This design comes from an exercise in tuning for small area, a short achievable clock period and few clock cycles per item on the open sky130 flow, not from production work. Where RTL was checked, it was by simulation tests only, not by an equivalence proof against the original. Only the layout flow was run in runs 1 and 3; the RTL was not checked for function there. No activity file was given, so power comes from the tool's default toggle rates.

--- flow/config.mk ---
export PLATFORM = sky130hd
export DESIGN_NAME = top_payload_generator
export DESIGN_NICKNAME = top_payload_generator
export VERILOG_FILES = /design/flow/design.v
export SDC_FILE = /design/flow/constraint.sdc
export NUM_CORES = 4
export LEC_CHECK = 0
export CAP_MARGIN = 20
export CORE_AREA = 2.5 2.5 247.5 247.5
export DIE_AREA = 0 0 250 250
export SETUP_SLACK_MARGIN = 3.2
export SLEW_MARGIN = 20
--- flow/constraint.sdc ---
create_clock -name core_clock -period 5.0 [get_ports {clk}]
set_input_delay 1.0000 -clock core_clock [delete_from_list [all_inputs] [get_ports {clk}]]
set_output_delay 1.0000 -clock core_clock [all_outputs]
set_load 0.01 [all_outputs]
--- flow/design.v ---
`timescale 1ns/1ns
package order_pkg;
    typedef enum logic [7:0] {
        NEW     = 8'h30,
        CANCEL  = 8'h34,
        REPLACE = 8'h35
    } exec_type_e;
    typedef enum logic [7:0] {
        BUY  = 8'h31,
        SELL = 8'h32
    } side_e;
    typedef enum logic [7:0] {
        MARKET = 8'h31,
        LIMIT  = 8'h32
    } ord_type_e;
    typedef enum logic [7:0] {
        DAY = 8'h30,
        IOC = 8'h33,
        FOK = 8'h34
    } tif_e;
    typedef logic [31:0]       price_t;
    typedef logic [15:0]       qty_t;
    typedef logic [64-1:0] symbol_t;
    typedef struct packed {
        exec_type_e exec_type;
        side_e      side;
        ord_type_e  ord_type;
        tif_e       tif;
        price_t     price;
        qty_t       qty;
        symbol_t    symbol;
    } order_t;
    typedef logic [5-1:0][7:0] order_no_t;
endpackage
`timescale 1ns/1ns
package stream_pkg;
    typedef logic [64-1:0] beat_t;
    typedef logic [$clog2(4)-1:0] pe_idx_t;
    typedef enum logic [2:0] {
        IDLE,
        HDR,
        BODY,
        SYM,
        TAIL
    } builder_state_e;
    typedef logic [15:0] session_id_t;
    typedef logic [31:0] seq_num_t;
endpackage
`timescale 1ns/1ns
module order_no_counter (
    input  logic                 clk,
    input  logic                 resetn,
    input  logic                 advance_i,
    output order_pkg::order_no_t order_no_o
);
    logic [4*5-1:0] bcd_q;
    logic [5-1:0]   nine_q;     
    logic [5-1:0]   step_q;     
    logic [5-1:0]   nine;
    logic [5-1:0]   step;
    always_comb begin
        logic c;
        c = 1'b1;
        for (int d = 0; d < 5; d++) begin
            nine[d] = bcd_q[4*d +: 4] == 4'd9;
            step[d] = c;
            c = c && nine[d];
        end
    end
    always_ff @(posedge clk) begin
        if (!resetn) begin
            bcd_q  <= '0;
            nine_q <= '0;
            step_q <= 'b1;
        end else begin
            nine_q <= nine;
            step_q <= step;
            for (int d = 0; d < 5; d++) begin
                if (advance_i && step_q[d]) begin
                    bcd_q[4*d +: 4] <= nine_q[d] ? 4'd0 : bcd_q[4*d +: 4] + 4'd1;
                end
            end
        end
    end
    logic [8*5-1:0] ascii;
    always_comb begin
        for (int d = 0; d < 5; d++) begin
            ascii[8*d +: 8] = {4'h3, bcd_q[4*d +: 4]};
        end
    end
    assign order_no_o = ascii;
endmodule
`timescale 1ns/1ns
module top_payload_generator (
    input  logic                          clk,
    input  logic                          resetn,
    input  logic [15:0]                   session_id_i,
    input  logic [31:0]                   msg_seq_num_i,
    input  logic [4-1:0]            pe_valid_i,
    input  logic [4*(32 + 32 + 16 + 64)-1:0]   pe_order_i,
    output logic [4-1:0]            pe_ready_o,
    input  logic                          tready_i,
    output logic                          tvalid_o,
    output logic                          tlast_o,
    output logic [64-1:0]            tdata_o
);
    logic                 tvalid_q;
    logic                 tlast_q;
    logic [3:0]           bsel_q;
    logic [2:0][4-1:0] esel_q;
    stream_pkg::pe_idx_t  cur_q;       
    stream_pkg::pe_idx_t  nxt_q;       
    logic                 have_q;
    logic [4-1:0]   rdy_q;
    stream_pkg::beat_t    tdata_q, tdata_d;
    order_pkg::order_no_t order_no;
    logic                 ld;
    logic                 start;
    logic                 next0;       
    logic [4-1:0]   busy;
    logic [4-1:0]   cand;
    stream_pkg::pe_idx_t  pick;
    logic                 found;
    assign ld    = !tvalid_q || tready_i;
    assign start = ld && bsel_q[0] && (|esel_q[0]);
    assign next0 = ld ? (bsel_q[3] || (bsel_q[0] && !(|esel_q[0]))) : bsel_q[0];
    assign busy = esel_q[1] | esel_q[2] | rdy_q;
    assign cand = pe_valid_i & ~busy;
    always_comb begin
        found = 1'b0;
        pick  = cur_q;
        for (int k = 1; k <= 4; k++) begin
            if (!found && cand[stream_pkg::pe_idx_t'(cur_q + k)]) begin
                found = 1'b1;
                pick  = stream_pkg::pe_idx_t'(cur_q + k);
            end
        end
    end
    always_ff @(posedge clk) begin
        if (!resetn) begin
            tvalid_q <= 1'b0;
            tlast_q  <= 1'b0;
            bsel_q   <= 4'b0001;
            esel_q   <= '0;
            cur_q    <= '0;
            nxt_q    <= '0;
            have_q   <= 1'b0;
            rdy_q    <= '0;
        end else begin
            if (ld) begin
                tvalid_q  <= !bsel_q[0] || (|esel_q[0]);
                tlast_q   <= bsel_q[3];
                bsel_q[1] <= start;
                bsel_q[2] <= bsel_q[1];
                bsel_q[3] <= bsel_q[2];
                bsel_q[0] <= next0;
                esel_q[1] <= start ? esel_q[0] : '0;
                esel_q[2] <= esel_q[1];
                rdy_q     <= esel_q[2];
            end else begin
                rdy_q     <= '0;
            end
            for (int e = 0; e < 4; e++) begin
                esel_q[0][e] <= next0 && have_q && !start && nxt_q == stream_pkg::pe_idx_t'(e);
            end
            if (start) begin
                cur_q  <= nxt_q;
                have_q <= 1'b0;
            end else if (!have_q) begin
                have_q <= found;
                nxt_q  <= pick;
            end
        end
    end
    logic [3:0]              bs;
    logic [2:0][4-1:0] es;
    logic [4-1:0][64-1:0] eterm;
    assign bs = bsel_q & {4{ld}};
    assign es = esel_q & {3*4{ld}};
    for (genvar e = 0; e < 4; e++) begin : g_eng
        logic [(32 + 32 + 16 + 64)-1:0] o;
        assign o = pe_order_i[e*(32 + 32 + 16 + 64) +: (32 + 32 + 16 + 64)];
        assign eterm[e] = ({64{es[0][e]}} & {16'h0,
                                             5'b0, o[138], 1'b0, o[136],
                                             6'b0, ~o[128], o[128],
                                             32'h0})
                        | ({64{es[1][e]}} & {o[111:80], o[79:64],
                                             6'b0, ~o[120], o[120],
                                             5'b0, o[114], o[112], o[112]})
                        | ({64{es[2][e]}} & o[63:0]);
    end
    assign tdata_d = ({64{bs[0]}} & {session_id_i, 8'h30, 8'h30, msg_seq_num_i})
                   | ({64{bs[1]}} & {32'h0, 16'h0, 8'h30, 8'h30})
                   | ({64{bs[3]}} & {order_no, 24'd0})
                   | ({64{!ld}} & tdata_q)
                   | eterm[0] | eterm[1] | eterm[2] | eterm[3];
    always_ff @(posedge clk) begin
        tdata_q <= tdata_d;
    end
    order_no_counter u_order_no (
        .clk        (clk),
        .resetn     (resetn),
        .advance_i  (ld && bsel_q[3]),
        .order_no_o (order_no)
    );
    assign tvalid_o   = tvalid_q;
    assign tlast_o    = tlast_q;
    assign tdata_o    = tdata_q;
    assign pe_ready_o = rdy_q;
endmodule
--- flow/flow/run.sh ---
#!/bin/bash
# The standard flow, with two changes: the port buffers are the smallest
# buffer cell, and the pins are placed in regions (flow/io.tcl, made by
# gen/io_gen.py) that keep each tdata_o bit next to the input bits feeding it.
export BUFFER_PORTS_ARGS="-buffer_cell sky130_fd_sc_hd__buf_1"
export IO_CONSTRAINTS="$PWD/flow/io.tcl"
bash standard.sh > standard.log 2>&1
--- flow/flow/io.tcl ---
set_io_pin_constraint -pin_names {clk resetn tready_i tvalid_o tlast_o pe_valid_i[0] pe_valid_i[1] pe_valid_i[2] pe_valid_i[3] pe_ready_o[0] pe_ready_o[1] pe_ready_o[2] pe_ready_o[3]} -region bottom:4.00-17.40
set_io_pin_constraint -pin_names {tdata_o[0] msg_seq_num_i[0] pe_order_i[112] pe_order_i[256] pe_order_i[400] pe_order_i[544] pe_order_i[0] pe_order_i[144] pe_order_i[288] pe_order_i[432]} -region bottom:17.40-27.70
set_io_pin_constraint -pin_names {tdata_o[1] msg_seq_num_i[1] pe_order_i[1] pe_order_i[145] pe_order_i[289] pe_order_i[433]} -region bottom:27.70-33.88
set_io_pin_constraint -pin_names {tdata_o[2] msg_seq_num_i[2] pe_order_i[114] pe_order_i[258] pe_order_i[402] pe_order_i[546] pe_order_i[2] pe_order_i[146] pe_order_i[290] pe_order_i[434]} -region bottom:33.88-44.19
set_io_pin_constraint -pin_names {tdata_o[3] msg_seq_num_i[3] pe_order_i[3] pe_order_i[147] pe_order_i[291] pe_order_i[435]} -region bottom:44.19-50.37
set_io_pin_constraint -pin_names {tdata_o[4] msg_seq_num_i[4] pe_order_i[4] pe_order_i[148] pe_order_i[292] pe_order_i[436]} -region bottom:50.37-56.55
set_io_pin_constraint -pin_names {tdata_o[5] msg_seq_num_i[5] pe_order_i[5] pe_order_i[149] pe_order_i[293] pe_order_i[437]} -region bottom:56.55-62.73
set_io_pin_constraint -pin_names {tdata_o[6] msg_seq_num_i[6] pe_order_i[6] pe_order_i[150] pe_order_i[294] pe_order_i[438]} -region bottom:62.73-68.92
set_io_pin_constraint -pin_names {tdata_o[7] msg_seq_num_i[7] pe_order_i[7] pe_order_i[151] pe_order_i[295] pe_order_i[439]} -region bottom:68.92-75.10
set_io_pin_constraint -pin_names {tdata_o[8] msg_seq_num_i[8] pe_order_i[120] pe_order_i[264] pe_order_i[408] pe_order_i[552] pe_order_i[8] pe_order_i[152] pe_order_i[296] pe_order_i[440]} -region bottom:75.10-85.40
set_io_pin_constraint -pin_names {tdata_o[9] msg_seq_num_i[9] pe_order_i[9] pe_order_i[153] pe_order_i[297] pe_order_i[441]} -region bottom:85.40-91.58
set_io_pin_constraint -pin_names {tdata_o[10] msg_seq_num_i[10] pe_order_i[10] pe_order_i[154] pe_order_i[298] pe_order_i[442]} -region bottom:91.58-97.77
set_io_pin_constraint -pin_names {tdata_o[11] msg_seq_num_i[11] pe_order_i[11] pe_order_i[155] pe_order_i[299] pe_order_i[443]} -region bottom:97.77-103.95
set_io_pin_constraint -pin_names {tdata_o[12] msg_seq_num_i[12] pe_order_i[12] pe_order_i[156] pe_order_i[300] pe_order_i[444]} -region bottom:103.95-110.13
set_io_pin_constraint -pin_names {tdata_o[13] msg_seq_num_i[13] pe_order_i[13] pe_order_i[157] pe_order_i[301] pe_order_i[445]} -region bottom:110.13-116.31
set_io_pin_constraint -pin_names {tdata_o[14] msg_seq_num_i[14] pe_order_i[14] pe_order_i[158] pe_order_i[302] pe_order_i[446]} -region bottom:116.31-122.50
set_io_pin_constraint -pin_names {tdata_o[15] msg_seq_num_i[15] pe_order_i[15] pe_order_i[159] pe_order_i[303] pe_order_i[447]} -region bottom:122.50-128.68
set_io_pin_constraint -pin_names {tdata_o[16] msg_seq_num_i[16] pe_order_i[64] pe_order_i[208] pe_order_i[352] pe_order_i[496] pe_order_i[16] pe_order_i[160] pe_order_i[304] pe_order_i[448]} -region bottom:128.68-138.98
set_io_pin_constraint -pin_names {tdata_o[17] msg_seq_num_i[17] pe_order_i[65] pe_order_i[209] pe_order_i[353] pe_order_i[497] pe_order_i[17] pe_order_i[161] pe_order_i[305] pe_order_i[449]} -region bottom:138.98-149.29
set_io_pin_constraint -pin_names {tdata_o[18] msg_seq_num_i[18] pe_order_i[66] pe_order_i[210] pe_order_i[354] pe_order_i[498] pe_order_i[18] pe_order_i[162] pe_order_i[306] pe_order_i[450]} -region bottom:149.29-159.59
set_io_pin_constraint -pin_names {tdata_o[19] msg_seq_num_i[19] pe_order_i[67] pe_order_i[211] pe_order_i[355] pe_order_i[499] pe_order_i[19] pe_order_i[163] pe_order_i[307] pe_order_i[451]} -region bottom:159.59-169.89
set_io_pin_constraint -pin_names {tdata_o[20] msg_seq_num_i[20] pe_order_i[68] pe_order_i[212] pe_order_i[356] pe_order_i[500] pe_order_i[20] pe_order_i[164] pe_order_i[308] pe_order_i[452]} -region bottom:169.89-180.20
set_io_pin_constraint -pin_names {tdata_o[21] msg_seq_num_i[21] pe_order_i[69] pe_order_i[213] pe_order_i[357] pe_order_i[501] pe_order_i[21] pe_order_i[165] pe_order_i[309] pe_order_i[453]} -region bottom:180.20-190.50
set_io_pin_constraint -pin_names {tdata_o[22] msg_seq_num_i[22] pe_order_i[70] pe_order_i[214] pe_order_i[358] pe_order_i[502] pe_order_i[22] pe_order_i[166] pe_order_i[310] pe_order_i[454]} -region bottom:190.50-200.81
set_io_pin_constraint -pin_names {tdata_o[23] msg_seq_num_i[23] pe_order_i[71] pe_order_i[215] pe_order_i[359] pe_order_i[503] pe_order_i[23] pe_order_i[167] pe_order_i[311] pe_order_i[455]} -region bottom:200.81-211.11
set_io_pin_constraint -pin_names {tdata_o[24] msg_seq_num_i[24] pe_order_i[72] pe_order_i[216] pe_order_i[360] pe_order_i[504] pe_order_i[24] pe_order_i[168] pe_order_i[312] pe_order_i[456]} -region bottom:211.11-221.41
set_io_pin_constraint -pin_names {tdata_o[25] msg_seq_num_i[25] pe_order_i[73] pe_order_i[217] pe_order_i[361] pe_order_i[505] pe_order_i[25] pe_order_i[169] pe_order_i[313] pe_order_i[457]} -region bottom:221.41-231.72
set_io_pin_constraint -pin_names {tdata_o[26] msg_seq_num_i[26] pe_order_i[74] pe_order_i[218] pe_order_i[362] pe_order_i[506] pe_order_i[26] pe_order_i[170] pe_order_i[314] pe_order_i[458]} -region bottom:231.72-242.02
set_io_pin_constraint -pin_names {tdata_o[27] msg_seq_num_i[27] pe_order_i[75]} -region bottom:242.02-245.11
set_io_pin_constraint -pin_names {pe_order_i[219] pe_order_i[363] pe_order_i[507] pe_order_i[27] pe_order_i[171] pe_order_i[315] pe_order_i[459]} -region right:4.00-14.66
set_io_pin_constraint -pin_names {tdata_o[28] msg_seq_num_i[28] pe_order_i[76] pe_order_i[220] pe_order_i[364] pe_order_i[508] pe_order_i[28] pe_order_i[172] pe_order_i[316] pe_order_i[460]} -region right:14.66-29.89
set_io_pin_constraint -pin_names {tdata_o[29] msg_seq_num_i[29] pe_order_i[77] pe_order_i[221] pe_order_i[365] pe_order_i[509] pe_order_i[29] pe_order_i[173] pe_order_i[317] pe_order_i[461]} -region right:29.89-45.13
set_io_pin_constraint -pin_names {tdata_o[30] msg_seq_num_i[30] pe_order_i[78] pe_order_i[222] pe_order_i[366] pe_order_i[510] pe_order_i[30] pe_order_i[174] pe_order_i[318] pe_order_i[462]} -region right:45.13-60.36
set_io_pin_constraint -pin_names {tdata_o[31] msg_seq_num_i[31] pe_order_i[79] pe_order_i[223] pe_order_i[367] pe_order_i[511] pe_order_i[31] pe_order_i[175] pe_order_i[319] pe_order_i[463]} -region right:60.36-75.59
set_io_pin_constraint -pin_names {tdata_o[32] pe_order_i[128] pe_order_i[272] pe_order_i[416] pe_order_i[560] pe_order_i[80] pe_order_i[224] pe_order_i[368] pe_order_i[512] pe_order_i[32] pe_order_i[176] pe_order_i[320] pe_order_i[464]} -region right:75.59-95.39
set_io_pin_constraint -pin_names {tdata_o[33] pe_order_i[81] pe_order_i[225] pe_order_i[369] pe_order_i[513] pe_order_i[33] pe_order_i[177] pe_order_i[321] pe_order_i[465]} -region right:95.39-109.10
set_io_pin_constraint -pin_names {tdata_o[34] pe_order_i[82] pe_order_i[226] pe_order_i[370] pe_order_i[514] pe_order_i[34] pe_order_i[178] pe_order_i[322] pe_order_i[466]} -region right:109.10-122.81
set_io_pin_constraint -pin_names {tdata_o[35] pe_order_i[83] pe_order_i[227] pe_order_i[371] pe_order_i[515] pe_order_i[35] pe_order_i[179] pe_order_i[323] pe_order_i[467]} -region right:122.81-136.52
set_io_pin_constraint -pin_names {tdata_o[36] pe_order_i[84] pe_order_i[228] pe_order_i[372] pe_order_i[516] pe_order_i[36] pe_order_i[180] pe_order_i[324] pe_order_i[468]} -region right:136.52-150.23
set_io_pin_constraint -pin_names {tdata_o[37] pe_order_i[85] pe_order_i[229] pe_order_i[373] pe_order_i[517] pe_order_i[37] pe_order_i[181] pe_order_i[325] pe_order_i[469]} -region right:150.23-163.94
set_io_pin_constraint -pin_names {tdata_o[38] pe_order_i[86] pe_order_i[230] pe_order_i[374] pe_order_i[518] pe_order_i[38] pe_order_i[182] pe_order_i[326] pe_order_i[470]} -region right:163.94-177.64
set_io_pin_constraint -pin_names {tdata_o[39] pe_order_i[87] pe_order_i[231] pe_order_i[375] pe_order_i[519] pe_order_i[39] pe_order_i[183] pe_order_i[327] pe_order_i[471]} -region right:177.64-191.35
set_io_pin_constraint -pin_names {tdata_o[40] pe_order_i[136] pe_order_i[280] pe_order_i[424] pe_order_i[568] pe_order_i[88] pe_order_i[232] pe_order_i[376] pe_order_i[520] pe_order_i[40] pe_order_i[184] pe_order_i[328] pe_order_i[472]} -region right:191.35-211.16
set_io_pin_constraint -pin_names {tdata_o[41] pe_order_i[89] pe_order_i[233] pe_order_i[377] pe_order_i[521] pe_order_i[41] pe_order_i[185] pe_order_i[329] pe_order_i[473]} -region right:211.16-224.86
set_io_pin_constraint -pin_names {tdata_o[42] pe_order_i[138] pe_order_i[282] pe_order_i[426] pe_order_i[570] pe_order_i[90] pe_order_i[234] pe_order_i[378] pe_order_i[522] pe_order_i[42] pe_order_i[186] pe_order_i[330] pe_order_i[474]} -region right:224.86-244.67
set_io_pin_constraint -pin_names {tdata_o[43] pe_order_i[91] pe_order_i[235] pe_order_i[379] pe_order_i[523] pe_order_i[43] pe_order_i[187] pe_order_i[331] pe_order_i[475]} -region top:236.73-246.00
set_io_pin_constraint -pin_names {tdata_o[44] pe_order_i[92] pe_order_i[236] pe_order_i[380] pe_order_i[524] pe_order_i[44] pe_order_i[188] pe_order_i[332] pe_order_i[476]} -region top:227.45-236.73
set_io_pin_constraint -pin_names {tdata_o[45] pe_order_i[93] pe_order_i[237] pe_order_i[381] pe_order_i[525] pe_order_i[45] pe_order_i[189] pe_order_i[333] pe_order_i[477]} -region top:218.18-227.45
set_io_pin_constraint -pin_names {tdata_o[46] pe_order_i[94] pe_order_i[238] pe_order_i[382] pe_order_i[526] pe_order_i[46] pe_order_i[190] pe_order_i[334] pe_order_i[478]} -region top:208.91-218.18
set_io_pin_constraint -pin_names {tdata_o[47] pe_order_i[95] pe_order_i[239] pe_order_i[383] pe_order_i[527] pe_order_i[47] pe_order_i[191] pe_order_i[335] pe_order_i[479]} -region top:199.63-208.91
set_io_pin_constraint -pin_names {tdata_o[48] session_id_i[0] pe_order_i[96] pe_order_i[240] pe_order_i[384] pe_order_i[528] pe_order_i[48] pe_order_i[192] pe_order_i[336] pe_order_i[480]} -region top:189.33-199.63
set_io_pin_constraint -pin_names {tdata_o[49] session_id_i[1] pe_order_i[97] pe_order_i[241] pe_order_i[385] pe_order_i[529] pe_order_i[49] pe_order_i[193] pe_order_i[337] pe_order_i[481]} -region top:179.02-189.33
set_io_pin_constraint -pin_names {tdata_o[50] session_id_i[2] pe_order_i[98] pe_order_i[242] pe_order_i[386] pe_order_i[530] pe_order_i[50] pe_order_i[194] pe_order_i[338] pe_order_i[482]} -region top:168.72-179.02
set_io_pin_constraint -pin_names {tdata_o[51] session_id_i[3] pe_order_i[99] pe_order_i[243] pe_order_i[387] pe_order_i[531] pe_order_i[51] pe_order_i[195] pe_order_i[339] pe_order_i[483]} -region top:158.42-168.72
set_io_pin_constraint -pin_names {tdata_o[52] session_id_i[4] pe_order_i[100] pe_order_i[244] pe_order_i[388] pe_order_i[532] pe_order_i[52] pe_order_i[196] pe_order_i[340] pe_order_i[484]} -region top:148.11-158.42
set_io_pin_constraint -pin_names {tdata_o[53] session_id_i[5] pe_order_i[101] pe_order_i[245] pe_order_i[389] pe_order_i[533] pe_order_i[53] pe_order_i[197] pe_order_i[341] pe_order_i[485]} -region top:137.81-148.11
set_io_pin_constraint -pin_names {tdata_o[54] session_id_i[6] pe_order_i[102] pe_order_i[246] pe_order_i[390] pe_order_i[534] pe_order_i[54] pe_order_i[198] pe_order_i[342] pe_order_i[486]} -region top:127.50-137.81
set_io_pin_constraint -pin_names {tdata_o[55] session_id_i[7] pe_order_i[103] pe_order_i[247] pe_order_i[391] pe_order_i[535] pe_order_i[55] pe_order_i[199] pe_order_i[343] pe_order_i[487]} -region top:117.20-127.50
set_io_pin_constraint -pin_names {tdata_o[56] session_id_i[8] pe_order_i[104] pe_order_i[248] pe_order_i[392] pe_order_i[536] pe_order_i[56] pe_order_i[200] pe_order_i[344] pe_order_i[488]} -region top:106.90-117.20
set_io_pin_constraint -pin_names {tdata_o[57] session_id_i[9] pe_order_i[105] pe_order_i[249] pe_order_i[393] pe_order_i[537] pe_order_i[57] pe_order_i[201] pe_order_i[345] pe_order_i[489]} -region top:96.59-106.90
set_io_pin_constraint -pin_names {tdata_o[58] session_id_i[10] pe_order_i[106] pe_order_i[250] pe_order_i[394] pe_order_i[538] pe_order_i[58] pe_order_i[202] pe_order_i[346] pe_order_i[490]} -region top:86.29-96.59
set_io_pin_constraint -pin_names {tdata_o[59] session_id_i[11] pe_order_i[107] pe_order_i[251] pe_order_i[395] pe_order_i[539] pe_order_i[59] pe_order_i[203] pe_order_i[347] pe_order_i[491]} -region top:75.98-86.29
set_io_pin_constraint -pin_names {tdata_o[60] session_id_i[12] pe_order_i[108] pe_order_i[252] pe_order_i[396] pe_order_i[540] pe_order_i[60] pe_order_i[204] pe_order_i[348] pe_order_i[492]} -region top:65.68-75.98
set_io_pin_constraint -pin_names {tdata_o[61] session_id_i[13] pe_order_i[109] pe_order_i[253] pe_order_i[397] pe_order_i[541] pe_order_i[61] pe_order_i[205] pe_order_i[349] pe_order_i[493]} -region top:55.38-65.68
set_io_pin_constraint -pin_names {tdata_o[62] session_id_i[14] pe_order_i[110] pe_order_i[254] pe_order_i[398] pe_order_i[542] pe_order_i[62] pe_order_i[206] pe_order_i[350] pe_order_i[494]} -region top:45.07-55.38
set_io_pin_constraint -pin_names {tdata_o[63] session_id_i[15] pe_order_i[111] pe_order_i[255] pe_order_i[399] pe_order_i[543] pe_order_i[63] pe_order_i[207] pe_order_i[351] pe_order_i[495]} -region top:34.77-45.07
set_io_pin_constraint -pin_names {pe_order_i[113] pe_order_i[115] pe_order_i[116] pe_order_i[117] pe_order_i[118] pe_order_i[119] pe_order_i[121] pe_order_i[122] pe_order_i[123] pe_order_i[124] pe_order_i[125] pe_order_i[126] pe_order_i[127] pe_order_i[129] pe_order_i[130] pe_order_i[131] pe_order_i[132] pe_order_i[133] pe_order_i[134] pe_order_i[135] pe_order_i[137] pe_order_i[139] pe_order_i[140] pe_order_i[141] pe_order_i[142] pe_order_i[143] pe_order_i[257] pe_order_i[259] pe_order_i[260]} -region top:4.89-34.77
set_io_pin_constraint -pin_names {pe_order_i[261] pe_order_i[262] pe_order_i[263] pe_order_i[265] pe_order_i[266] pe_order_i[267] pe_order_i[268] pe_order_i[269] pe_order_i[270] pe_order_i[271] pe_order_i[273] pe_order_i[274] pe_order_i[275] pe_order_i[276] pe_order_i[277] pe_order_i[278] pe_order_i[279] pe_order_i[281] pe_order_i[283] pe_order_i[284] pe_order_i[285] pe_order_i[286] pe_order_i[287] pe_order_i[401] pe_order_i[403] pe_order_i[404] pe_order_i[405] pe_order_i[406] pe_order_i[407] pe_order_i[409] pe_order_i[410] pe_order_i[411] pe_order_i[412] pe_order_i[413] pe_order_i[414] pe_order_i[415] pe_order_i[417] pe_order_i[418] pe_order_i[419] pe_order_i[420] pe_order_i[421] pe_order_i[422] pe_order_i[423] pe_order_i[425] pe_order_i[427] pe_order_i[428] pe_order_i[429] pe_order_i[430] pe_order_i[431] pe_order_i[545] pe_order_i[547] pe_order_i[548] pe_order_i[549] pe_order_i[550] pe_order_i[551] pe_order_i[553] pe_order_i[554] pe_order_i[555] pe_order_i[556] pe_order_i[557] pe_order_i[558] pe_order_i[559] pe_order_i[561] pe_order_i[562] pe_order_i[563] pe_order_i[564] pe_order_i[565] pe_order_i[566] pe_order_i[567] pe_order_i[569] pe_order_i[571] pe_order_i[572] pe_order_i[573] pe_order_i[574] pe_order_i[575]} -region left:131.76-246.00
--- flow/standard.sh ---
#!/bin/bash
# synth_recipe.tcl (not shown) runs the flow's synth.tcl, then flattens the netlist and writes it again
# the make line also repeats each setting of config.mk as NAME=value (left out here)
make -C /OpenROAD-flow-scripts/flow DESIGN_CONFIG=/design/flow/config.mk WORK_HOME=/design/flow/orfs CLKGATE_MAP_FILE= SYNTH_SCRIPT=/design/flow/synth_recipe.tcl "${@:-finish}"
==> reports/summary.txt, run 1 <==
Status: no timing/DRC/antenna violations
Critical Path RT: 5.33 ns
Vias in the first global route: 10300
Global-route wire length before repair: 72.0 mm
RD Place Congestion: 0.771
Aggregate global-route resource usage: 0.165
Peak Freq: 484 MHz
Area grow syn2layout: 89.7%
Final net count: 2170
Gr ovfl total: 0
Leak: 4.74 nW
Final count of negative-setup-slack endpoints: 0
Layout cells sized above 1: 0.307
Yosys reg bits: 119
Initial antenna violation count: 4
CP endpoint kind: flip-flop
Distinct cells, synth: 57
CTS buffer count: 17
Syn avg cell area: 8.56 sq um
Tmin final: 2.07 ns
Max Slew Vio Count: 0
Clock Latency Late Sink: 0.47 ns
Post-synth top area share: 0.328
Post-Syn Nets: 1490
TritonCTS clock tree: done
Top cells by count, synth: a22oi_1 (171), dfxtp_1 (119), nand3_1 (84)
Clk root buf: clkbuf_16
Full die area: 62500 sq um
Hold_buf cts: 0
Most frequent CP cell: buf_12
Setup crit start kind: primary input
Critical path's largest stage delay: 0.24 ns
Synth warnings: 2
VDD IR max: 222 uV
Fillers: 6525
Hold slack: 0.458 ns
TNS Setup: 0 ns
H-tree level count: 4
Total of max-cap violations: 0
CP top delay family: simple AND/OR/NAND/NOR gates
DR vias: 10800
RSZ-0062 raised after global routing: true
Post-synth EDFFs: 0
Critical path class: in2reg
PwrDens: 354 nW/um^2
Worst Skew: 0.0130 ns
FP Rows: 89
Crit path cell chain: buf_12 > nand2b_4 > buf_6 > and2_4 > buf_12 > a22o_1 > a221oi_2 > nand3_1
Asr flop ratio synth: 0
Die Wd: 250 microns
Clock Path Buffers: 2
Post-layout util: 0.233
Clk sinks: 119
First-pass detailed-route iteration total: 8
WL final: 55.2 mm
Clock transition at the registers of the reported paths: 0.06 ns
Largest net degree at the start of global routing: 34
Initial Utilization: 0.123
Worst Tran Pin Value: 0.803 ns
Fin. Hold Viols: 0
Yosys top cell by area: dfxtp_1
Total chip power: 0.00489 W
Top cells by area, synth: dfxtp_1 (33%), a22oi_1 (18%), nand3_1 (5.8%)
Worst hold path type: reg2reg
Max_slew headroom: 0.464
Register area share after synthesis: 0.328
Initial DRC count: 1201
WL/cell: 23.8 microns
I/O Pins: 701
# port buffers: 596
Crit path arrival time: 2.40 ns
CP Buf/Inv Count: 3
Most frequent cell after synthesis: a22oi_1
Top FF cell, synth: dfxtp_1
Fin crit share: 0.413
Drt drc: 0
Synthesized cell area: 7270 sq um
Core Region: 59200 sq um
Post-DP HPWL: 30.4 mm
Slowest cell on crit path: nand2b_4
Final ANT Viol Nets: 0
Vias/cell: 4.64
Critical Path Fanout Max: 7
Die Y: 250 microns
Syn Inst Count: 849
-- placed cells by master (no fill, tap or decap), drive strengths merged, types with 2 or more instances in the layout --
cell type | synthesis | layout
a22o | 26 | 26
a21boi | 23 | 23
and2 | 12 | 28
or4b | 8 | 8
ha | 10 | 10
dfxtp | 119 | 119
o211ai | 2 | 2
buf | 53 | 725
inv | 15 | 22
a31oi | 5 | 5
and4b | 2 | 2
a21oi | 23 | 23
nor2b | 11 | 11
o22ai | 6 | 6
o2bb2ai | 2 | 2
nand2 | 45 | 45
clkbuf | 34 | 20
or3 | 4 | 4
nor4b | 5 | 5
nor3b | 2 | 2
and3 | 11 | 11
nand2b | 1 | 4
or4 | 6 | 6
clkinvlp | 0 | 4
nor3 | 14 | 14
nand4 | 14 | 14
a211o | 5 | 5
nor2 | 9 | 10
o2111ai | 3 | 3
a221oi | 29 | 29
diode | 0 | 4
a222oi | 35 | 35
clkinv | 0 | 2
nand3 | 88 | 88
o22a | 2 | 2
a22oi | 171 | 171
o21ai | 46 | 46
-- final timing paths --
path	start	slack, ns	endpoint	cells past startpoint
setup / recovery	tready_i	2.93	tdata_q[51]	8
setup reg to reg	tvalid_q	3.03	esel_q[0]	9
hold reg to reg	bsel_q[1]	0.46	bsel_q[1]	2
hold / removal	bsel_q[1]	0.46	bsel_q[1]	2
-- layer usage --
metal | wire length (microns) | vias to the layer above | global-route usage
met5 | 0 | - | 0
met4 | 1730 | 0 | 0.0673
met3 | 5020 | 68 | 0.0451
met2 | 27700 | 581 | 0.288
met1 | 20800 | 5258 | 0.190
li1 | - | 4864 | -
-- flip-flops by register name, summed over array words and instances (netlist names), 4 cells and up --
signal             count
tdata_q               64
u_order_no.bcd_q      20
esel_q                12
bsel_q                 4
rdy_q                  4
u_order_no.nine_q      4
u_order_no.step_q      4
-- final cells by class --
| cell class | count | area, sq um | area share |
|---|---|---|---|
| diodes | 4 | 10.0 | 0.000726 |
| clock buffers | 18 | 429 | 0.0311 |
| clock inverters | 14 | 141 | 0.0103 |
| inverters | 15 | 56.3 | 0.00408 |
| multi-input cells | 648 | 5240 | 0.380 |
| flip-flops and latches | 119 | 2500 | 0.181 |
| well taps | 773 | 967 | 0.0702 |
| repair buffers | 728 | 4440 | 0.322 |
-- report_power, final --
| part | internal (W) | switching [W] | total (W) |
|---|---|---|---|
| Clock | 0.000695 | 0.000548 | 0.00124 |
| Combinational | 0.00116 | 0.00104 | 0.00219 |
| Sequential | 0.00124 | 0.000207 | 0.00145 |
| Total | 0.00309 | 0.00179 | 0.00489 |
-- metrics by stage --
| stage | cells | instance area (sq um) | worst slack, ns |
|---|---|---|---|
| finish | 2319 | 13800 | 2.93 |
| global route | 2315 | 13800 | 2.91 |
| detailed placement | 2158 | 10500 | 1.52 |
| CTS | 2282 | 13200 | 3.00 |
| floorplan | 849 | 7730 | 2.73 |
| global placement | 2158 | 10500 | 1.51 |
-- repair_timing --
item | in CTS | in global routing
endpoints found under the hold margin | 0 | 0
buffers inserted | 67 | 30
cloned | 25 | 3
endpoints found under the setup margin | 176 | 156
pin swaps | 57 | 30
gates resized for setup | 332 | 67
-- cell families after synthesis --
| logic type | count (synthesis) | synth area share |
|---|---|---|
| compound gates | 382 | 0.395 |
| simple gates | 234 | 0.188 |
| flops | 119 | 0.328 |
| buf+inv | 102 | 0.0677 |
| fa+ha+maj | 10 | 0.0172 |
| mux | 2 | 0.00448 |
-- worst register-to-register path, cell delays in order (launching register included) --
cell	delay, ns
dfxtp_4	0.35
buf_4	0.14
buf_4	0.14
nand2b_4	0.20
buf_6	0.15
and2_4	0.23
clkbuf_16	0.21
buf_12	0.12
o2111ai_4	0.13
nor3_1	0.20
==> run 2: changes to the inputs <==
==> flow/design.v (replaced) <==
`timescale 1ns/1ns
package order_pkg;
    typedef enum logic [7:0] {
        NEW     = 8'h30,
        CANCEL  = 8'h34,
        REPLACE = 8'h35
    } exec_type_e;
    typedef enum logic [7:0] {
        BUY  = 8'h31,
        SELL = 8'h32
    } side_e;
    typedef enum logic [7:0] {
        MARKET = 8'h31,
        LIMIT  = 8'h32
    } ord_type_e;
    typedef enum logic [7:0] {
        DAY = 8'h30,
        IOC = 8'h33,
        FOK = 8'h34
    } tif_e;
    typedef logic [31:0]       price_t;
    typedef logic [15:0]       qty_t;
    typedef logic [64-1:0] symbol_t;
    typedef struct packed {
        exec_type_e exec_type;
        side_e      side;
        ord_type_e  ord_type;
        tif_e       tif;
        price_t     price;
        qty_t       qty;
        symbol_t    symbol;
    } order_t;
    typedef logic [5-1:0][7:0] order_no_t;
endpackage
`timescale 1ns/1ns
package stream_pkg;
    typedef logic [64-1:0] beat_t;
    typedef logic [$clog2(4)-1:0] pe_idx_t;
    typedef enum logic [2:0] {
        IDLE,
        HDR,
        BODY,
        SYM,
        TAIL
    } builder_state_e;
    typedef logic [15:0] session_id_t;
    typedef logic [31:0] seq_num_t;
endpackage
`timescale 1ns/1ns
module order_no_counter (
    input  logic                 clk,
    input  logic                 resetn,
    input  logic                 advance_i,
    output order_pkg::order_no_t order_no_o
);
    logic [4*5-1:0] bcd_q;
    logic [5-1:0]   carry;
    always_comb begin
        logic c;
        c = advance_i;
        carry[0] = c;
        for (int d = 1; d < 5; d++) begin
            c = c && (bcd_q[4*(d-1) +: 4] == 4'd9);
            carry[d] = c;
        end
    end
    always_ff @(posedge clk) begin
        if (!resetn) begin
            bcd_q <= '0;
        end else begin
            for (int d = 0; d < 5; d++) begin
                if (carry[d]) begin
                    bcd_q[4*d +: 4] <= (bcd_q[4*d +: 4] == 4'd9) ? 4'd0 : bcd_q[4*d +: 4] + 4'd1;
                end
            end
        end
    end
    logic [8*5-1:0] ascii;
    always_comb begin
        for (int d = 0; d < 5; d++) begin
            ascii[8*d +: 8] = {4'h3, bcd_q[4*d +: 4]};
        end
    end
    assign order_no_o = ascii;
endmodule
`timescale 1ns/1ns
module top_payload_generator (
    input  logic                          clk,
    input  logic                          resetn,
    input  logic [15:0]                   session_id_i,
    input  logic [31:0]                   msg_seq_num_i,
    input  logic [4-1:0]            pe_valid_i,
    input  logic [4*(32 + 32 + 16 + 64)-1:0]   pe_order_i,
    output logic [4-1:0]            pe_ready_o,
    input  logic                          tready_i,
    output logic                          tvalid_o,
    output logic                          tlast_o,
    output logic [64-1:0]            tdata_o
);
    logic                 tvalid_q;
    logic [1:0]           beat_q;      
    stream_pkg::pe_idx_t  cur_q;       
    stream_pkg::pe_idx_t  nxt_q;       
    logic                 have_q;
    logic [4-1:0]   rdy_q;
    logic [3:0]           bsel_q;                
    logic [2:0][4-1:0] esel_q;             
    logic                 tvalid_d;
    logic [1:0]           beat_d;
    stream_pkg::pe_idx_t  cur_d;
    order_pkg::order_no_t order_no;
    logic                 take;
    logic                 start;
    logic [4-1:0]   busy;
    logic [4-1:0]   cand;
    stream_pkg::pe_idx_t  pick;
    logic                 found;
    assign take  = tvalid_q && tready_i;
    assign start = have_q && (!tvalid_q || (beat_q == 2'd3 && tready_i));
    always_comb begin
        busy = rdy_q;
        if (tvalid_q && beat_q != 2'd3) busy[cur_q] = 1'b1;
    end
    assign cand = pe_valid_i & ~busy;
    always_comb begin
        found = 1'b0;
        pick  = cur_q;
        for (int k = 1; k <= 4; k++) begin
            if (!found && cand[stream_pkg::pe_idx_t'(cur_q + k)]) begin
                found = 1'b1;
                pick  = stream_pkg::pe_idx_t'(cur_q + k);
            end
        end
    end
    always_comb begin
        tvalid_d = tvalid_q;
        beat_d   = beat_q;
        cur_d    = cur_q;
        if (start) begin
            tvalid_d = 1'b1;
            beat_d   = 2'd0;
            cur_d    = nxt_q;
        end else if (take) begin
            beat_d = beat_q + 2'd1;
            if (beat_q == 2'd3) tvalid_d = 1'b0;
        end
        if (!resetn) begin
            tvalid_d = 1'b0;
            beat_d   = 2'd0;
            cur_d    = '0;
        end
    end
    always_ff @(posedge clk) begin
        tvalid_q <= tvalid_d;
        beat_q   <= beat_d;
        cur_q    <= cur_d;
        for (int b = 0; b < 4; b++) begin
            bsel_q[b] <= tvalid_d && beat_d == 2'(b);
        end
        for (int b = 0; b < 3; b++) begin
            for (int e = 0; e < 4; e++) begin
                esel_q[b][e] <= tvalid_d && beat_d == 2'(b) && cur_d == stream_pkg::pe_idx_t'(e);
            end
        end
    end
    always_ff @(posedge clk) begin
        if (!resetn) begin
            nxt_q  <= '0;
            have_q <= 1'b0;
            rdy_q  <= '0;
        end else begin
            rdy_q <= '0;
            if (take && beat_q == 2'd2) rdy_q[cur_q] <= 1'b1;
            if (start) begin
                have_q <= 1'b0;
            end else if (!have_q) begin
                have_q <= found;
                nxt_q  <= pick;
            end
        end
    end
    logic [4-1:0][64-1:0] eterm;
    for (genvar e = 0; e < 4; e++) begin : g_eng
        logic [(32 + 32 + 16 + 64)-1:0] o;
        assign o = pe_order_i[e*(32 + 32 + 16 + 64) +: (32 + 32 + 16 + 64)];
        assign eterm[e] = ({64{esel_q[0][e]}} & {16'h0,
                                                 5'b0, o[138], 1'b0, o[136],
                                                 6'b0, ~o[128], o[128],
                                                 32'h0})
                        | ({64{esel_q[1][e]}} & {o[111:80], o[79:64],
                                                 6'b0, ~o[120], o[120],
                                                 5'b0, o[114], o[112], o[112]})
                        | ({64{esel_q[2][e]}} & o[63:0]);
    end
    assign tdata_o = ({64{bsel_q[0]}} & {session_id_i, 8'h30, 8'h30, msg_seq_num_i})
                   | ({64{bsel_q[1]}} & {32'h0, 16'h0, 8'h30, 8'h30})
                   | ({64{bsel_q[3]}} & {order_no, 24'd0})
                   | eterm[0] | eterm[1] | eterm[2] | eterm[3];
    order_no_counter u_order_no (
        .clk        (clk),
        .resetn     (resetn),
        .advance_i  (take && beat_q == 2'd3),
        .order_no_o (order_no)
    );
    assign tvalid_o   = tvalid_q;
    assign tlast_o    = bsel_q[3];
    assign pe_ready_o = rdy_q;
endmodule
--- a/flow/config.mk
+++ b/flow/config.mk
@@ -10,3 +10,3 @@
 export DIE_AREA = 0 0 250 250
-export SETUP_SLACK_MARGIN = 3.2
+export SETUP_SLACK_MARGIN = 2.5
 export SLEW_MARGIN = 20
==> run 2 against run 1 <==
Net effect: first-iteration DRC count decreased by 39%; critical path depth decreased by 1; still clean on timing, DRC and antenna; synthesized cell count decreased by 23%; sequential cell count decreased by 72; wire length decreased by 37%; non-clock buffer count decreased by 69; worst hold slack got worse by 0.0035 ns; core utilization decreased by 7.2 points; sequential share of layout area decreased by 7.8 points; cell area decreased by 31%.
==> reports/summary.txt, run 2 <==
Top flop regs: u_order_no.bcd_q: 20 flops, esel_q: 12 flops, rdy_q: 4 flops
PwrDens: 134 nW/um^2 (-62%)
Max Slew Vio Count: 0 (unchanged)
DR vias: 8287 (-23%)
Syn avg cell area: 7.59 sq um (-11%)
Gr ovfl total: 0 (unchanged)
Vias in the first global route: 7745 (-25%)
Synth warnings: 2 (unchanged)
Max_slew headroom: 0.624 (+0.160)
# port buffers: 596 (unchanged)
Setup crit start kind: primary input
Post-Syn Nets: 1291 (-13%)
Total of max-cap violations: 0 (unchanged)
RSZ-0062 raised after global routing: true
Post-layout util: 0.161 (-0.0718)
Post-synth top area share: 0.190 (-0.138)
Clk sinks: 47 (-61%)
Syn Inst Count: 654 (-23%)
Final count of negative-setup-slack endpoints: 0 (unchanged)
Commonest non-fill, non-tap cell in the layout: buf_1
Tmin final: 2.89 ns (+0.823 ns)
Top cells by count, synth: a22oi_1 (115), a221oi_1 (53), clkbuf_1 (50)
Fin. Hold Viols: 0 (unchanged)
Clock transition at the registers of the reported paths: 0.09 ns (+0.03 ns)
Worst hold path type: reg2reg
Hold slack: 0.454 ns (-0.00350 ns)
Worst Skew: 0.0252 ns (+0.0122 ns)
Initial Utilization: 0.0838 (-0.0389)
Peak Freq: 346 MHz (-29%)
Die Y: 250 microns (unchanged)
Worst Tran Pin Value: 0.563 ns (-0.239 ns)
Most frequent cell after synthesis: a22oi_1
Largest net degree at the start of global routing: 47 (+38%)
CTS buffer count: 5 (-12)
Clk root buf: clkbuf_16
Final Worst Setup Slack: 2.11 ns (-0.823 ns)
Clock Latency Late Sink: 0.34 ns (-0.13 ns)
Vias/cell: 4.08 (-12%)
Critical Path RT: 4.00 ns (-1.33 ns)
Final net count: 1891 (-13%)
VDD IR max: 115 uV (-48%)
Post-synth EDFFs: 0 (unchanged)
Fin crit share: 0.578 (+0.165)
Critical Path Fanout Max: 1 (-6)
Register area share after synthesis: 0.190 (-0.138)
FP Rows: 89 (unchanged)
Global-route wire length before repair: 47.3 mm (-34%)
WL final: 34.8 mm (-37%)
Yosys top cell by area: dfxtp_1
Most frequent cells in the layout: buf_1 (535), a22oi_1 (100), a221oi_2 (47), a22o_1 (45), nand3_1 (38)
Hold_buf cts: 0 (unchanged)
First-pass detailed-route iteration total: 7 (-1)
Distinct cells, synth: 54 (-5.3%)
Crit path arrival time: 1.89 ns (-0.51 ns)
TNS Setup: 0 ns (unchanged)
Final ANT Viol Nets: 0 (unchanged)
Slowest cell on crit path: a221o_1
Drt drc: 0 (unchanged)
Clock Path Buffers: 2 (unchanged)
Critical path class: in2out
RD Place Congestion: 0.766 (-0.67%)
Initial antenna violation count: 0 (-4)
Post-DP HPWL: 22.9 mm (-25%)
TritonCTS clock tree: done
Layout cells sized above 1: 0.186 (-0.120)
Aggregate global-route resource usage: 0.102 (-0.0626)
Leak: 3.19 nW (-33%)
CP endpoint kind: output port
Top cells by area, synth: dfxtp_1 (19%), a22oi_1 (17%), a221oi_1 (9.3%)
Place WS: 1.77 ns (+0.255 ns)
Die Wd: 250 microns (unchanged)
Initial DRC count: 727 (-39%)
H-tree level count: 2 (-2)
Status: no timing/DRC/antenna violations
Synthesized cell area: 4960 sq um (-32%)
I/O Pins: 701 (unchanged)
Max reg flops: 20 (-69%)
Top FF cell, synth: dfxtp_1
Most flops, register: u_order_no.bcd_q
Core Region: 59200 sq um (unchanged)
Yosys reg bits: 47 (-61%)
Crit path cell chain: buf_8 > nand2_4 > o21ai_2 > a221o_1 > a221oi_2 > nand3_1 > buf_2
Area grow syn2layout: 92.0%
Asr flop ratio synth: 0 (unchanged)
Critical path's largest stage delay: 0.28 ns (+0.04 ns)
Full die area: 62500 sq um (unchanged)
Total chip power: 0.00128 W (-74%)
WL/cell: 17.1 microns (-28%)
run 2: cell types whose count changed in the layout (fill, tap and decap cells not counted), sizes merged, moves of 27 or more:
cell | previous run | this run
buf | 725 | 628
dfxtp | 119 | 47
a22oi | 171 | 115
nand3 | 88 | 38
o21ai | 46 | 15
nor2 | 10 | 37
run 2: critical path, delay by kind of cell:
family	cells	cell delay [ns]
compound gates	3	0.50
buf+inv	2	0.25
simple gates	2	0.14
run 2: per-layer routing:
layer  wire length [microns]  up-vias  track usage
met2                   17800      377        0.187
li1                        -     3957            -
met1                   13500     3916        0.118
met5                       0        -            0
met4                     835        0       0.0325
met3                    2680       37       0.0226
run 2: final cells by class:
class	count	area [sq um]
clock inverters	3	43.8
fillers	6795	49700
diodes	5	12.5
inverters	21	85.1
flip-flops and latches	47	986
repair buffers	659	3170
well taps	773	967
clock buffers	5	125
multi-input cells	520	4140
run 2: through the flow:
stage / cells / area, sq um
after floorplan: 654 / 5310
after global placement: 1974 / 8420
after detailed placement: 1974 / 8420
after CTS: 2019 / 9280
after global routing: 2028 / 9520
final: 2033 / 9530
run 2: logic make-up (layout without fill, tap and decap cells):
group,Yosys count,after routing,share of synthesized area
other,0,5,0
muxes,6,6,0.0123
AOI/OAI and AO/OA,313,313,0.505
xor gates and xnor gates,11,11,0.0194
buffers and inverters,88,688,0.0701
adders and majority gates,6,6,0.0151
DFF,47,47,0.190
and+or+nand+nor,183,184,0.189
run 2: worst paths after layout:
kind / from / to / slack, ns / cells after the start
max reg2reg: cur_q[0] / nxt_q[0] / 2.64 / 8
min reg2reg: nxt_q[1] / nxt_q[1] / 0.45 / 2
min: nxt_q[1] / nxt_q[1] / 0.45 / 2
max: pe_order_i[33] / tdata_o[33] / 2.11 / 7
run 2: power breakdown:
group	internal (W)	switching, W
Sequential	0.000379	0.0000194
Combinational	0.000220	0.000230
Clock	0.000237	0.000191
run 2: repair_timing:
item | 4_1_cts | 5_1_grt
setup endpoints to repair | 73 | 67
gates resized for setup | 67 | 70
gates cloned | 1 | 2
pin swaps | 27 | 39
setup buffers | 36 | 7
Testbench counts of run 2, summed over its fixed seeds: cycles 38,416, items 9,600.
==> run 3: changes to the inputs <==
--- a/flow/design.v
+++ b/flow/design.v
@@ -100,2 +100,3 @@
     logic                 tvalid_q;
+    logic                 tlast_q;
     logic [1:0]           beat_q;      
@@ -104,11 +105,9 @@
     logic                 have_q;
+    logic                 arm_q;       
     logic [4-1:0]   rdy_q;
-    logic [3:0]           bsel_q;                
-    logic [2:0][4-1:0] esel_q;             
-    logic                 tvalid_d;
-    logic [1:0]           beat_d;
-    stream_pkg::pe_idx_t  cur_d;
+    stream_pkg::beat_t    tdata_q, tdata_d;
+    logic [3:0]           bsel_q;              
+    logic [2:0][4-1:0] esel_q;           
     order_pkg::order_no_t order_no;
-    logic                 take;
-    logic                 start;
+    logic                 ld;
     logic [4-1:0]   busy;
@@ -117,7 +116,6 @@
     logic                 found;
-    assign take  = tvalid_q && tready_i;
-    assign start = have_q && (!tvalid_q || (beat_q == 2'd3 && tready_i));
+    assign ld = !tvalid_q || tready_i;
     always_comb begin
         busy = rdy_q;
-        if (tvalid_q && beat_q != 2'd3) busy[cur_q] = 1'b1;
+        if (tvalid_q && !beat_q[1]) busy[cur_q] = 1'b1;
     end
@@ -134,47 +132,68 @@
     end
-    always_comb begin
-        tvalid_d = tvalid_q;
-        beat_d   = beat_q;
-        cur_d    = cur_q;
-        if (start) begin
-            tvalid_d = 1'b1;
-            beat_d   = 2'd0;
-            cur_d    = nxt_q;
-        end else if (take) begin
-            beat_d = beat_q + 2'd1;
-            if (beat_q == 2'd3) tvalid_d = 1'b0;
-        end
-        if (!resetn) begin
-            tvalid_d = 1'b0;
-            beat_d   = 2'd0;
-            cur_d    = '0;
-        end
-    end
-    always_ff @(posedge clk) begin
-        tvalid_q <= tvalid_d;
-        beat_q   <= beat_d;
-        cur_q    <= cur_d;
-        for (int b = 0; b < 4; b++) begin
-            bsel_q[b] <= tvalid_d && beat_d == 2'(b);
-        end
-        for (int b = 0; b < 3; b++) begin
-            for (int e = 0; e < 4; e++) begin
-                esel_q[b][e] <= tvalid_d && beat_d == 2'(b) && cur_d == stream_pkg::pe_idx_t'(e);
+    localparam int CTL_W = 31;
+    function automatic logic [CTL_W-1:0] next_ctl(input logic l,
+                                                  input logic tvalid_i, input logic [1:0] beat_i,
+                                                  input logic [1:0] cur_i, input logic [1:0] nxt_i,
+                                                  input logic have_i, input logic arm_i,
+                                                  input logic found_i, input logic [1:0] pick_i);
+        logic        tvalid, tlast, have, arm, start, adv;
+        logic [1:0]  beat, cur, nxt, nb;
+        logic [3:0]  rdy, bsel;
+        logic [11:0] esel;
+        tvalid = tvalid_i;
+        beat   = beat_i;
+        cur    = cur_i;
+        nxt    = nxt_i;
+        have   = have_i;
+        rdy    = 4'b0;
+        adv    = 1'b0;
+        start  = 1'b0;
+        if (l) begin
+            if (tvalid_i && beat_i != 2'd3) begin
+                beat = beat_i + 2'd1;
+                if (beat_i == 2'd1) rdy = 4'b1 << cur_i;
+                if (beat_i == 2'd2) adv = 1'b1;
+            end else if (arm_i) begin
+                start  = 1'b1;
+                tvalid = 1'b1;
+                beat   = 2'd0;
+                cur    = nxt_i;
+                have   = 1'b0;
+            end else begin
+                tvalid = 1'b0;
             end
         end
-    end
+        if (!have_i) begin
+            have = found_i;
+            nxt  = pick_i;
+        end
+        arm   = have_i && !start;
+        tlast = tvalid && beat == 2'd3;
+        nb    = (tvalid && beat != 2'd3) ? beat + 2'd1 : 2'd0;
+        for (int b = 0; b < 4; b++) bsel[b] = nb == 2'(b);
+        for (int e = 0; e < 4; e++) begin
+            esel[e]     = nb == 2'd0 && arm && nxt_i == 2'(e);
+            esel[4 + e] = nb == 2'd1 && cur == 2'(e);
+            esel[8 + e] = nb == 2'd2 && cur == 2'(e);
+        end
+        next_ctl = {adv, esel, bsel, rdy, arm, have, nxt, cur, beat, tlast, tvalid};
+    endfunction
+    logic [CTL_W-1:0] ctl_ld, ctl_st, ctl_d;
+    assign ctl_ld = next_ctl(1'b1, tvalid_q, beat_q, cur_q, nxt_q, have_q, arm_q, found, pick);
+    assign ctl_st = next_ctl(1'b0, tvalid_q, beat_q, cur_q, nxt_q, have_q, arm_q, found, pick);
+    assign ctl_d  = ld ? ctl_ld : ctl_st;
     always_ff @(posedge clk) begin
         if (!resetn) begin
-            nxt_q  <= '0;
-            have_q <= 1'b0;
-            rdy_q  <= '0;
+            tvalid_q <= 1'b0;
+            tlast_q  <= 1'b0;
+            beat_q   <= 2'd0;
+            cur_q    <= '0;
+            nxt_q    <= '0;
+            have_q   <= 1'b0;
+            arm_q    <= 1'b0;
+            rdy_q    <= '0;
+            bsel_q   <= 4'b0001;
+            esel_q   <= '0;
         end else begin
-            rdy_q <= '0;
-            if (take && beat_q == 2'd2) rdy_q[cur_q] <= 1'b1;
-            if (start) begin
-                have_q <= 1'b0;
-            end else if (!have_q) begin
-                have_q <= found;
-                nxt_q  <= pick;
-            end
+            {esel_q, bsel_q, rdy_q, arm_q, have_q, nxt_q, cur_q, beat_q, tlast_q, tvalid_q} <= ctl_d[CTL_W-2:0];
         end
@@ -194,3 +213,3 @@
     end
-    assign tdata_o = ({64{bsel_q[0]}} & {session_id_i, 8'h30, 8'h30, msg_seq_num_i})
+    assign tdata_d = ({64{bsel_q[0]}} & {session_id_i, 8'h30, 8'h30, msg_seq_num_i})
                    | ({64{bsel_q[1]}} & {32'h0, 16'h0, 8'h30, 8'h30})
@@ -198,2 +217,5 @@
                    | eterm[0] | eterm[1] | eterm[2] | eterm[3];
+    always_ff @(posedge clk) begin
+        if (ld) tdata_q <= tdata_d;
+    end
     order_no_counter u_order_no (
@@ -201,3 +223,3 @@
         .resetn     (resetn),
-        .advance_i  (take && beat_q == 2'd3),
+        .advance_i  (ld && ctl_ld[CTL_W-1]),
         .order_no_o (order_no)
@@ -205,3 +227,4 @@
     assign tvalid_o   = tvalid_q;
-    assign tlast_o    = bsel_q[3];
+    assign tlast_o    = tlast_q;
+    assign tdata_o    = tdata_q;
     assign pe_ready_o = rdy_q;
--- a/flow/config.mk
+++ b/flow/config.mk
@@ -10,3 +10,3 @@
 export DIE_AREA = 0 0 250 250
-export SETUP_SLACK_MARGIN = 2.5
+export SETUP_SLACK_MARGIN = 3.2
 export SLEW_MARGIN = 20
==> run 3 against run 2 <==
Net effect: synthesized cell count grew 17%; sequential share of layout area grew 15 points; critical path depth grew 2; final cell count grew 5.4%; core utilization grew 3.7 points; via count grew 11%; global-route usage grew 0.65 points; still clean; largest cell class unchanged; count of clock-buffer cells in the layout grew 18; area after synthesis grew 46%; power grew 130%; sequential power grew to 2.8 times the previous value.
==> reports/summary.txt, run 3 <==
Worst Hold Path EP: u_order_no.bcd_q[7]
Critical Path Source: beat_q[1]
R2R Path Start: beat_q[1]
Die Y: 250 microns (unchanged)
Commonest non-fill, non-tap cell in the layout: buf_1
HP Start: u_order_no.bcd_q[7]
Synth warnings: 2 (unchanged)
Total of max-cap violations: 0 (unchanged)
Status: no timing/DRC/antenna violations
H-tree level count: 4 (+2)
Vias in the first global route: 8919 (+15%)
Worst hold path type: reg2reg
Critical path class: reg2reg
R2R Setup Slk: 2.77 ns (+0.13 ns)
Worst Tran Pin Value: 0.633 ns (+0.0692 ns)
Critical Path Fanout Max: 5 (+4)
Clock transition at the registers of the reported paths: 0.06 ns (-0.03 ns)
Final ANT Viol Nets: 0 (unchanged)
Reg-to-reg endpoint: esel_q[7]
Clk sinks: 113 (+140%)
WL/cell: 16.8 microns (-1.7%)
Initial DRC count: 971 (+34%)
Worst Skew: 0.0151 ns (-0.0101 ns)
Largest net degree at the start of global routing: 61 (+30%)
Register area share after synthesis: 0.401 (+0.212)
Most flops, register: tdata_q
Top flop regs: tdata_q: 64 flops, u_order_no.bcd_q: 20 flops, esel_q: 12 flops
Fin crit share: 0.446 (-0.131)
Max Slew Vio Count: 0 (unchanged)
FP Rows: 89 (unchanged)
# port buffers: 596 (unchanged)
Fin. Hold Viols: 0 (unchanged)
Initial Utilization: 0.122 (+0.0384)
Critical Path RT: 5.39 ns (+1.39 ns)
Max_slew headroom: 0.578 (-0.0459)
Syn Inst Count: 765 (+17%)
WL final: 36.1 mm (+3.6%)
Post-layout util: 0.198 (+0.0373)
Distinct cells, synth: 58 (+7.4%)
Final count of negative-setup-slack endpoints: 0 (unchanged)
Peak Freq: 448 MHz (+29%)
RSZ-0062 raised after global routing: true
Top FF cell, synth: edfxtp_1
Post-Syn Nets: 1404 (+8.8%)
Layout cells sized above 1: 0.165 (-0.0214)
Area grow syn2layout: 62.2%
Most frequent cells in the layout: buf_1 (527), a22oi_1 (117), edfxtp_1 (64), a221oi_1 (50), clkbuf_2 (48)
Aggregate global-route resource usage: 0.109 (+0.00654)
Hold depth: 2 (unchanged)
Clock Latency Late Sink: 0.46 ns (+0.12 ns)
Drt drc: 0 (unchanged)
Yosys top cell by area: edfxtp_1
Top cells by count, synth: a22oi_1 (117), edfxtp_1 (64), a221oi_1 (52), clkbuf_1 (52), dfxtp_1 (49)
PwrDens: 254 nW/um^2 (+90%)
Crit path arrival time: 2.62 ns (+0.73 ns)
Worst Reg-to-Reg Cells: 9 (+1)
I/O Pins: 701 (unchanged)
Final net count: 1995 (+5.5%)
Most frequent cell after synthesis: a22oi_1
Post-synth EDFFs: 64 (+64)
TNS Setup: 0 ns (unchanged)
Setup crit start kind: flip-flop
Initial antenna violation count: 1 (+1)
Gr ovfl total: 0 (unchanged)
Vias/cell: 4.29 (+5.2%)
RD Place Congestion: 0.773 (+0.93%)
CTS buffer count: 17 (+12)
Max reg flops: 64 (+220%)
Post-DP HPWL: 26.2 mm (+14%)
Top cells by area, synth: edfxtp_1 (27%), dfxtp_1 (14%), a22oi_1 (12%)
Leak: 3.86 nW (+21%)
First-pass detailed-route iteration total: 7 (unchanged)
Syn avg cell area: 9.46 sq um (+25%)
Clock Path Buffers: 2 (unchanged)
Asr flop ratio synth: 0 (unchanged)
Yosys reg bits: 113 (+140%)
DR vias: 9193 (+11%)
CP endpoint kind: flip-flop
Global-route wire length before repair: 51.3 mm (+8.5%)
Post-synth top area share: 0.266 (+0.0760)
Clk root buf: clkbuf_16
Die Wd: 250 microns (unchanged)
VDD IR max: 251 uV (+120%)
Hold_buf cts: 0 (unchanged)
Synthesized cell area: 7240 sq um (+46%)
Core Region: 59200 sq um (unchanged)
Tmin final: 2.23 ns (-0.657 ns)
Full die area: 62500 sq um (unchanged)
TritonCTS clock tree: done
run 3: cell count changes after synthesis, sizes merged, moves of 3 or more:
cell,before,now
a31oi,0,5
a32oi,0,8
and4bb,0,3
buf,17,20
edfxtp,0,64
mux2i,5,9
nand2,36,39
nand2b,8,3
nand3b,0,6
nor2,37,42
nor4b,1,4
run 3: worst max-delay path by stage:
stage                           end  cells after the start
2_1_floorplan  u_order_no.bcd_q[19]                      8
3_3_place_gp   u_order_no.bcd_q[15]                      6
3_5_place_dp   u_order_no.bcd_q[15]                      6
4_1_cts                   esel_q[1]                     10
5_1_grt                   esel_q[7]                      9
6_report                  esel_q[7]                      9
run 3: layer usage:
metal | track usage | routed length [microns] | share of wire | up-vias
met5 | 0 | 0 | 0 | -
met4 | 0.0314 | 443 | 0.012 | 0
met3 | 0.0280 | 2110 | 0.058 | 30
met2 | 0.203 | 19200 | 0.53 | 362
met1 | 0.121 | 14300 | 0.40 | 4422
li1 | - | - | - | 4379
run 3: area by class of cell:
type	instances	area, sq um
Clock inverter	9	90.1
Timing Repair inverter	1	16.3
Fill cell	6699	47500
Tap cell	773	967
Timing Repair Buffer	643	2820
Sequential cell	113	2950
Inverter	20	106
Multi-Input combinational cell	560	4260
Antenna cell	1	2.50
Clock buffer	23	532
run 3: logic make-up (layout without fill, tap and decap cells):
| family | after synthesis | after routing | synth area share |
|---|---|---|---|
| buffers and inverters | 92 | 696 | 0.0507 |
| DFF | 113 | 113 | 0.401 |
| xor gates and xnor gates | 10 | 10 | 0.0121 |
| AOI/OAI and AO/OA | 324 | 324 | 0.353 |
| muxes | 12 | 12 | 0.0171 |
| other | 0 | 1 | 0 |
| and+or+nand+nor | 206 | 206 | 0.153 |
| adders and majority gates | 8 | 8 | 0.0138 |
run 3: power by group:
part,leakage [nW],switching [W],internal (W)
Clock,0.302,0.000496,0.000801
Combinational,2.47,0.000292,0.000257
Sequential,1.10,0.0000540,0.00108
run 3: what timing repair did:
action / in CTS / in global routing
cloned: 1 / 0
resized for setup: 71 / 70
pin swaps: 23 / 11
buffers inserted: 20 / 7
endpoints found under the setup margin: 211 / 178
run 3: per-stage QoR:
step	cell area [sq um]	hold WS (ns)	power (W)	std cells	worst slack, ns
after floorplan	7450	0.466	0.00136	765	2.70
after global placement	10500	0.516	0.00164	2082	1.91
after detailed placement	10500	0.516	0.00165	2082	1.88
after CTS	11500	0.541	0.00303	2135	2.80
after global routing	11700	0.581	0.00313	2142	2.68
final	11700	0.545	0.00298	2143	2.77
run 3: critical path, cell delays in order, from the launching register on:
cell	delay (ns)
dfxtp_4	0.36
ha_4	0.14
and2b_2	0.24
or3_4	0.35
o21ai_4	0.08
ha_4	0.22
buf_4	0.14
a2111oi_4	0.34
a32oi_1	0.19
nor2_1	0.10

[afterwards: timing with drivers on the ports]
The flow's constraints put no driver on any port. The routed layouts listed below were extracted and timed again, unchanged, in two steps.
Step 1 (the two cells are an assumption about what drives the block):
set clk [get_ports {clk}]
set_driving_cell -lib_cell sky130_fd_sc_hd__clkbuf_16 $clk
set_driving_cell -lib_cell sky130_fd_sc_hd__buf_2 [delete_from_list [all_inputs] $clk]
Step 2 also shifts input and output timing later by t, the mid clock arrival at the registers, as if the neighbouring blocks saw the same clock.
a / b / c = no drivers / after step 1 / after step 2; a / b = the first two.
| run | t, ns | slack for setup (ns) | latest minus earliest clock arrival (ns) | pins driven straight from the clock port |
|---|---|---|---|---|
| run 1 | 0.522 | 2.934 / 2.934 / 2.412 | 0.014 / 0.014 | 1 |
| run 2 | 0.380 | 2.111 / 2.065 / 2.065 | 0.027 / 0.026 | 1 |
| run 3 | 0.510 | 2.768 / 2.768 / 2.444 | 0.016 / 0.015 | 1 |
After both steps every run listed still meets setup and hold. For run 1, which loses most, drivers alone change the setup slack by 0.000 ns; drivers and shift together by -0.522 ns.
